This design comes from an exercise in tuning for small area, a short achievable clock period and few clock cycles per item on the open sky130 flow, not from production work.
The RTL was checked by simulation tests, not by an equivalence proof against the original design.

==> flow/design.v, too long to show whole: its modules and the start of the top module <==
// module hcil_seq: 81 lines
// module hcil_datapath: 219 lines
// module hcil_mul_err: 974 lines
// module hcil_mul_ref: 695 lines
// module hbridge_current_integral_loop_core: 86 lines
// module hcil_booth_enc: 13 lines
module hbridge_current_integral_loop_core
#(
  parameter int SAMPLE_BITS   = 12,
  parameter int FRACTION_BITS = 8,
  localparam int IN_W = ((4 * SAMPLE_BITS + 2 + 7) / 8) * 8
) (
  input  logic                 clk,
  input  logic                 rst,
  input  logic                 s_axis_tvalid,
  output logic                 s_axis_tready,
  input  logic [IN_W-1:0]      s_axis_tdata,
  output logic                 m_axis_tvalid,
  input  logic                 m_axis_tready,
  output logic [OUT_W-1:0]     m_axis_tdata,
  input  logic                 cfg_wr_en,
  input  logic [CFG_ADR_W-1:0] cfg_addr,
  input  logic [CFG_W-1:0]     cfg_wdata
);
  // ...
==> flow/flow/run.sh <==
#!/bin/bash
# The standard layout with extra ORFS make settings from flow/args.txt (one
# VAR=VALUE per line): timing repair aimed at a tighter period than the 10 ns
# clock (the clock and constraints are unchanged) and a smaller port buffer.
# Synthesis is the standard one, run on its own first.
set -euo pipefail
mapfile -t ARGS < <(grep -v '^#' flow/args.txt | grep .)
bash standard.sh synth > synth.log 2>&1
bash standard.sh "${ARGS[@]}" finish > layout.log 2>&1
==> flow/flow/args.txt <==
SETUP_SLACK_MARGIN=5.75
BUFFER_PORTS_ARGS=-buffer_cell sky130_fd_sc_hd__buf_1
==> flow/standard.sh <==
#!/bin/bash
# synth_recipe.tcl (not shown) runs the flow's synth.tcl, then flattens the netlist and writes it again
# the make line also repeats each setting of config.mk as NAME=value (left out here)
make -C /OpenROAD-flow-scripts/flow DESIGN_CONFIG=/design/flow/config.mk WORK_HOME=/design/flow/orfs CLKGATE_MAP_FILE= SYNTH_SCRIPT=/design/flow/synth_recipe.tcl "${@:-finish}"
==> flow/config.mk <==
export PLATFORM = sky130hd
export DESIGN_NAME = hbridge_current_integral_loop_core
export DESIGN_NICKNAME = hbridge_current_integral_loop_core
export VERILOG_FILES = /design/flow/design.v
export SDC_FILE = /design/flow/constraint.sdc
export NUM_CORES = 4
export LEC_CHECK = 0
export CAP_MARGIN = 20
export CORE_MARGIN = 2
export CORE_UTILIZATION = 55
export SLEW_MARGIN = 20
==> flow/constraint.sdc <==
create_clock -name core_clock -period 10.0 [get_ports {clk}]
set_input_delay 2.0000 -clock core_clock [delete_from_list [all_inputs] [get_ports {clk}]]
set_output_delay 2.0000 -clock core_clock [all_outputs]
set_load 0.01 [all_outputs]
==> results.ini, run 1 <==
[worst_setup_path]
r2r_start = u_datapath.rc2[1]
ff2ff_setup_slack_ps = 5810
worstSetupStartpointType = register
worst-r2r-cell-count = 14
worst-path-buf-inv = 2

[synth]
avgSynthCellArea_um2 = 9.54
synth_xor_xnor_area_share = 0.0986
ys_types = 75
ys_ff_latch = 368
synth.most_common_cell = inv_1
synthTopCellsByArea = fa_1, edfxtp_1, dfxtp_1
yosysSeqAreaShare = 0.274
synth_top_family_by_area = adder cells
synth_area_leader_cell = fa_1

[final_layout]
layout_common_cells = inv_1, fa_1, nand2_1, a22oi_1, ha_1
instances_no_fill = 4367
largest-register = cfg
seq_share = 0.255
reg_top3 = cfg (96), u_datapath.ec4 (31), u_datapath.es4 (30)

[sta]
final_max_slew_viol_count = 0
worst_hold_slack_ps = 416
finalHoldViolCount = 0

[placement]
dp_hpwl_mm = 63.4
dpl_cell_area_um2 = 34800

[routing]
antenna_left = 0
drt-met1-wl_mm = 36.7

[clocking]
cts_root_buffer = clkbuf_16

[hold_path]
hold_path.class = reg -> reg
worstHoldEndpoint = u_datapath.fw4

[floorplanning]
dieHeight_um = 253

[status]
outcome = timing/DRC/antenna clean

Testbench counts, summed over its fixed seeds: cycles 1,968, items 1,920.
==> inputs of run 2 (changes only) <==
==> flow/flow/args.txt (replaced) <==
SETUP_SLACK_MARGIN=6
BUFFER_PORTS_ARGS=-buffer_cell sky130_fd_sc_hd__buf_1
==> run 2 against run 1 <==
  * Global-route usage grew 0.31 points
  * Worst hold slack gained 6.5 ps
  * Synthesized cell count is the same
  * Routed wire length grew 2.5%
  * Sequential cell count is the same
  * Design area grew 1.4%
==> results.ini, run 2 <==
[synth]
synth_top_flop_cell = edfxtp_1  ; unchanged
synth_edf_count = 195  ; unchanged
yosys.area.top_type_share = 0.194  ; unchanged
synth_commonest_cells = inv_1, fa_1, nand2_1  ; unchanged
synth.most_common_cell = inv_1  ; unchanged
avgSynthCellArea_um2 = 9.54  ; unchanged
synthArstFlopShare = 0  ; unchanged
ys_ff_latch = 368  ; unchanged
synth_area_leader_cell = fa_1  ; unchanged
synthTopCellsByArea = fa_1, edfxtp_1, dfxtp_1  ; unchanged
syn_area_um2 = 34000  ; unchanged
synthCells = 3564  ; unchanged
ys_warn_count = 3  ; unchanged
ys_types = 75  ; unchanged
yosysSeqAreaShare = 0.274  ; unchanged

[worst_setup_path]
worst-path-buf-inv = 3  ; was 2
cp-startpoint = u_datapath.rc2[1]  ; unchanged
cpLargestDelayFamily = adder cells  ; unchanged
arrival_ps = 4390  ; was 4530 ps
crit_fanout = 3  ; unchanged
critPathMaxStageDelay_ps = 560  ; was 550 ps
worstSetupStartpointType = register  ; unchanged
cp-end-kind = register  ; unchanged
r2r_start = u_datapath.rc2[1]  ; unchanged
cp.required_ps = 10360  ; was 10330 ps
critical_path.cell_chain = fa_1 > inv_2 > fa_1 > inv_2 > fa_2 > a211oi_2 > o21bai_1 > a21oi_2 > buf_6 > o21a_1 > o211ai_1 > or4_1 > a31o_2 > a31oi_2 > xor2_1  ; was fa_1 > inv_1 > fa_1 > inv_1 > fa_2 > a211oi_2 > o21bai_1 > a21oi_2 > o21a_1 > o211ai_1 > or4_1 > a31o_2 > a31oi_1 > xor2_1
critPathSlowestCell = fa_1  ; unchanged
criticalPathCategory = reg -> reg  ; unchanged

[final_layout]
syn_to_final_growth_pct = 8.76  ; was 7.29%
reg_top3 = cfg (96), u_datapath.ec4 (31), u_datapath.es4 (30)  ; unchanged
postLayoutCellArea_um2 = 37000  ; was 36500 µm²
largest-register = cfg  ; unchanged
fin_nets = 4246  ; was 4215
layout_common_cells = inv_1, fa_1, nand2_1  ; was inv_1, fa_1, nand2_1, a22oi_1, ha_1
instances_no_fill = 4400  ; was 4367
drive_gt1_frac = 0.0723  ; was 0.0531
largest_register_ffs = 96  ; unchanged
nFillCells = 5280  ; was 5356
final_common_cell = inv_1  ; unchanged

[clocking]
cts_buffer_depth = 3  ; unchanged
ctsHoldBuffers = 0  ; unchanged
clk-insertion-delay-late_ps = 610  ; was 590 ps
cts.htree.levels = 2  ; unchanged
clk_pin_slew_ps = 60  ; about the same
cts_made_buffers = 46  ; unchanged
cts_root_buffer = clkbuf_16  ; unchanged
cts_sinks = 368  ; unchanged
cts_tree = yes  ; unchanged

[sta]
maxSlewHeadroom = 0.271  ; was 0.224
tightest_slew_ps = 1090  ; was 1160 ps
period_minus_slack_ps = 4030  ; was 4190 ps
finalHoldViolCount = 0  ; unchanged
fin_tns_setup_ps = 0  ; unchanged
clock_skew_ps = 28.8  ; was 21.1 ps
rsz0062_at_grt = true  ; unchanged
fmax_mhz = 248  ; was 238 MHz
fin_crit_sh = 0.403  ; was 0.419
setup_viol_count_final = 0  ; unchanged
final_max_slew_viol_count = 0  ; unchanged

[global_route]
grt_max_degree = 79  ; was 77
grtUsageTotal = 0.278  ; was 0.275
antenna_found_initial = 5  ; was 4
grt_pass1_wl_mm = 139  ; about the same
grt_overflow = 0  ; unchanged
grt_pass1_vias = 25600  ; was 25400

[placement]
dp_hpwl_mm = 63.9  ; was 63.4 mm
io_buffers = 124  ; unchanged
gp_congestion = 0.882  ; was 0.920
dpl_cell_area_um2 = 34700  ; was 34800 µm²
place_inst = 4269  ; was 4273

[status]
outcome = timing/DRC/antenna clean  ; unchanged

[routing]
drt_iter0_markers = 1683  ; was 1826
totalWireLength_mm = 88.5  ; was 86.3 mm
dr.pass1.iters = 5  ; was 6
drcViolationCount = 0  ; unchanged
viasPerCell = 5.69  ; was 5.68
antenna_left = 0  ; unchanged
vias = 25000  ; was 24800
wl_per_cell_um = 20.1  ; was 19.8 µm

[floorplanning]
dieArea_um2 = 63800  ; unchanged
fp.dieW_um = 253  ; unchanged
rows = 91  ; unchanged
io_pins = 138  ; unchanged
start_util = 0.554  ; unchanged
coreArea_um2 = 61400  ; unchanged
dieHeight_um = 253  ; unchanged

[hold_path]
hold_path.class = reg -> reg  ; unchanged
hold_start = u_datapath.en1  ; was u_datapath.fw3

[run]
max_cap_viol_count = 0  ; unchanged

[run 2: cell counts after synthesis]
No cell type changed its count.
[run 2: path summary, 6_finish.rpt]
kind | slack, ps | end | cells after the start
max | 5970 | u_datapath.err3[21] | 15
min | 420 | u_datapath.en2 | 0
max reg2reg | 5970 | u_datapath.err3[21] | 15
min reg2reg | 420 | u_datapath.en2 | 0
[run 2: what timing repair did]
| action | in CTS | in global routing |
|---|---|---|
| buffers inserted | 20 | 22 |
| gates resized for setup | 30 | 37 |
| pin swaps | 9 | 5 |
| cloned | 0 | 1 |
| endpoints found under the setup margin | 48 | 67 |
[run 2: per-stage QoR]
stage | utilization | setup WS, ps | hold WS [ps]
finish | 0.603 | 5970 | 422
global route | 0.603 | 5840 | 428
CTS | 0.596 | 5970 | 422
detailed placement | 0.566 | 5260 | 407
global placement | 0.566 | 5360 | 401
floorplan | - | 6000 | 400
[run 2: final cells by class]
cell class | instances | area (µm²) | area share
clock inverters | 29 | 298 | 0.00805
clock buffers | 57 | 1250 | 0.0339
flip-flops and latches | 368 | 9340 | 0.253
repair buffers | 206 | 1190 | 0.0321
well taps | 790 | 988 | 0.0267
multi-input cells | 2350 | 21700 | 0.585
diodes | 2 | 5.00 | 0.000135
inverters | 598 | 2260 | 0.0610
[run 2: cell families after synthesis]
logic type | count (synthesis) | synth area share
AO/OA/AOI/OAI | 731 | 0.148
XOR/XNOR | 383 | 0.0986
adder cells (fa/ha/maj) | 596 | 0.292
buffers and inverters | 852 | 0.0980
flip-flops | 368 | 0.274
multiplexers | 35 | 0.0110
other | 1 | 0.000110
AND/OR/NAND/NOR | 598 | 0.0789
[run 2: routing by layer]
layer	GRT usage	part of all wire	vias to the layer above
met4	0.101	0.034	8
met1	0.362	0.43	12400
met5	0	0.00057	-
met2	0.467	0.48	713
met3	0.0479	0.056	188
li1	-	-	11800
==> inputs of run 3 (changes only) <==
--- a/flow/config.mk
+++ b/flow/config.mk
@@ -7,5 +7,5 @@
 export LEC_CHECK = 0
 export CAP_MARGIN = 20
 export CORE_MARGIN = 2
-export CORE_UTILIZATION = 55
+export CORE_UTILIZATION = 45
 export SLEW_MARGIN = 20
==> run 3 against run 2 <==
  * Still clean
  * Critical path depth is the same
  * Worst hold slack is essentially flat
  * Register-to-register slack gained 80 ps
==> results.ini, run 3 <==
[status]
outcome = timing/DRC/antenna clean  ; unchanged

[clocking]
clk_pin_slew_ps = 60  ; about the same
clk-insertion-delay-late_ps = 600  ; was 610 ps
cts_made_buffers = 45  ; was 46
cts.htree.levels = 2  ; unchanged
cts_root_buffer = clkbuf_16  ; unchanged
cts_sinks = 368  ; unchanged
cts_buffer_depth = 3  ; unchanged
cts_tree = yes  ; unchanged
ctsHoldBuffers = 0  ; unchanged

[synth]
ys_warn_count = 3  ; unchanged
synth_commonest_cells = inv_1, fa_1, nand2_1  ; unchanged
synth.most_common_cell = inv_1  ; unchanged
yosys.area.top_type_share = 0.194  ; unchanged
synthCells = 3564  ; unchanged
synth_top_flop_cell = edfxtp_1  ; unchanged
yosysSeqAreaShare = 0.274  ; unchanged
ys_types = 75  ; unchanged
syn_area_um2 = 34000  ; unchanged
synth_area_leader_cell = fa_1  ; unchanged
synthArstFlopShare = 0  ; unchanged
synth_edf_count = 195  ; unchanged
synthTopCellsByArea = fa_1, edfxtp_1, dfxtp_1  ; unchanged
avgSynthCellArea_um2 = 9.54  ; unchanged
ys_ff_latch = 368  ; unchanged

[global_route]
grt_max_degree = 79  ; unchanged
grtUsageTotal = 0.218  ; was 0.278
grt_pass1_vias = 24400  ; was 25600
grt_overflow = 0  ; unchanged
antenna_found_initial = 3  ; was 5
grt_pass1_wl_mm = 135  ; was 139 mm

[floorplanning]
rows = 100  ; was 91
coreArea_um2 = 74700  ; was 61400 µm²
dieArea_um2 = 77800  ; was 63800 µm²
io_pins = 138  ; unchanged
dieHeight_um = 279  ; was 253 µm
fp.dieW_um = 279  ; was 253 µm
start_util = 0.455  ; was 0.554

[sta]
fin_tns_setup_ps = 0  ; unchanged
finalHoldViolCount = 0  ; unchanged
fmax_mhz = 253  ; was 248 MHz
fin_crit_sh = 0.396  ; was 0.403
setup_ws_ps = 6040  ; was 5970 ps
rsz0062_at_grt = true  ; unchanged
maxSlewHeadroom = 0.267  ; was 0.271
clock_skew_ps = 22.9  ; was 28.8 ps
setup_viol_count_final = 0  ; unchanged
tightest_slew_ps = 1100  ; was 1090 ps
final_max_slew_viol_count = 0  ; unchanged
period_minus_slack_ps = 3960  ; was 4030 ps

[final_layout]
syn_to_final_growth_pct = 9.16  ; was 8.76%
largest_register_ffs = 96  ; unchanged
largest-register = cfg  ; unchanged
layout_common_cells = inv_1, fa_1, nand2_1  ; unchanged
fin_nets = 4240  ; was 4246
nFillCells = 6909  ; was 5280
drive_gt1_frac = 0.0689  ; was 0.0723
diodes = 0  ; was 2
multiInputGateArea_um2 = 21600  ; was 21700 µm²
seq_area_um2 = 9340  ; unchanged
reg_top3 = cfg (96), u_datapath.ec4 (31), u_datapath.es4 (30)  ; unchanged
final_common_cell = inv_1  ; unchanged

[worst_setup_path]
criticalPathCategory = reg -> reg  ; unchanged
arrival_ps = 4300  ; was 4390 ps
cp.required_ps = 10350  ; was 10360 ps
crit_fanout = 3  ; unchanged
ff2ff_setup_slack_ps = 6040  ; was 5970 ps
cp-end-kind = register  ; unchanged
worstReg2RegEnd = u_datapath.err3[21]  ; unchanged
worst-r2r-cell-count = 15  ; unchanged
worstSetupStartpointType = register  ; unchanged
r2r_start = u_datapath.rc2[1]  ; unchanged

[routing]
totalWireLength_mm = 83.3  ; was 88.5 mm
dr.pass1.iters = 5  ; unchanged
antenna_left = 0  ; unchanged
viasPerCell = 5.29  ; was 5.69
vias = 24200  ; was 25000
wl_per_cell_um = 18.2  ; was 20.1 µm
drcViolationCount = 0  ; unchanged
drt_iter0_markers = 1524  ; was 1683

[placement]
io_buffers = 124  ; unchanged
place_ws_ps = 5210  ; was 5260 ps
dp_hpwl_mm = 61.6  ; was 63.9 mm
gp_congestion = 0.912  ; was 0.882

[hold_path]
hold_path.class = reg -> reg  ; unchanged
min_path_cells = 0  ; unchanged
hold_start = u_datapath.inb4  ; was u_datapath.en1
worstHoldEndpoint = u_datapath.inb5  ; was u_datapath.en2

[run]
max_cap_viol_count = 0  ; unchanged

-- run 3: cell counts after synthesis --
Identical to the previous run, type by type.
-- run 3: routing by layer --
| metal | GRT usage | routed length [µm] |
|---|---|---|
| met1 | 0.291 | 36900 |
| met2 | 0.374 | 40300 |
| met3 | 0.0314 | 4410 |
| met4 | 0.0520 | 1690 |
| met5 | 0 | 23 |
-- run 3: through the flow --
stage	area, µm²	instances	hold WS [ps]	utilization
2_1_floorplan	34100	3570	400	-
4_1_cts	36800	4550	423	0.493
3_3_place_gp	35000	4453	401	0.469
3_5_place_dp	35000	4453	409	0.469
6_report	37100	4570	422	0.497
5_1_grt	37100	4570	425	0.497
-- run 3: worst max path at each step --
stage,end,depth (start not counted),start
6_report,u_datapath.err3[21],15,u_datapath.rc2[1]
5_1_grt,u_datapath.err3[21],15,u_datapath.rc2[1]
4_1_cts,u_datapath.err3[21],15,u_datapath.rs2[1]
3_5_place_dp,u_datapath.acc[2],14,u_datapath.ec4[0]
3_3_place_gp,u_datapath.acc[3],14,u_datapath.ec4[0]
2_1_floorplan,u_datapath.sc1[12],12,s_axis_tdata[0]
-- run 3: logic make-up (layout without fill, tap and decap cells) --
group                      Yosys count  in the layout  synth area share
other                                1              7          0.000110
DFF                                368            368             0.274
buffers and inverters              852            883            0.0980
adders and majority gates          596            596             0.292
muxes                               35             35            0.0110
xor gates and xnor gates           383            383            0.0986
and+or+nand+nor                    598            598            0.0789
AOI/OAI and AO/OA                  731            731             0.148
-- run 3: layout make-up --
| cell class | instances | share of cell area |
|---|---|---|
| flip-flops and latches | 368 | 0.252 |
| well taps | 969 | 0.0327 |
| repair buffers | 201 | 0.0299 |
| clock inverters | 29 | 0.00940 |
| inverters | 598 | 0.0607 |
| clock buffers | 55 | 0.0336 |
| multi-input cells | 2350 | 0.582 |
-- run 3: worst max-delay path, cell delays in order, from the launching register on --
cell and delay, ps:
edfxtp_1 400, fa_1 550, inv_2 60, fa_1 490, inv_2 50, fa_2 360, a211oi_2 200, o21bai_1 120
a21oi_2 160, buf_6 130, o21a_4 140, o211ai_1 130, or4_1 410, a31o_2 290, a31oi_2 140, xor2_1 80
-- run 3: what timing repair did --
action                                 4_1_cts  5_1_grt
pin swaps                                    9       13
gates resized for setup                     25       36
setup buffers                               13       19
endpoints found under the hold margin        0        0
gates cloned                                 0        0
setup endpoints to repair                   49       44

separate check: timing with driven ports:
Ports are ideal in the flow. The routed layouts listed here were re-timed in OpenROAD. Step 1 sets driving cells, clkbuf_16 on the clock port and buf_2 on the other inputs (assumed; they add their load-dependent delay and slew). Step 2 adds t to the input delays and takes it off the output delays; t is the mean of the earliest and latest rising clock arrival at the registers after step 1. Input paths then give back, and output paths get back, about the clock's delay inside the block. Three values: no drivers, after step 1, after step 2; two values: the first two.
| run | shift t [ns] | slack for setup (ns) | worst data-port slew with drivers (ns) |
|---|---|---|---|
| run 1 | 0.645 | 5.807 / 5.807 / 5.412 | 0.11 |
| run 2 | 0.659 | 5.967 / 5.967 / 5.588 | 0.12 |
| run 3 | 0.659 | 6.045 / 6.045 / 5.657 | 0.12 |
After both steps every run listed still meets setup and hold. The setup slack of run 1, which loses most, moves by 0.000 ns with the drivers and by -0.395 ns with both steps.
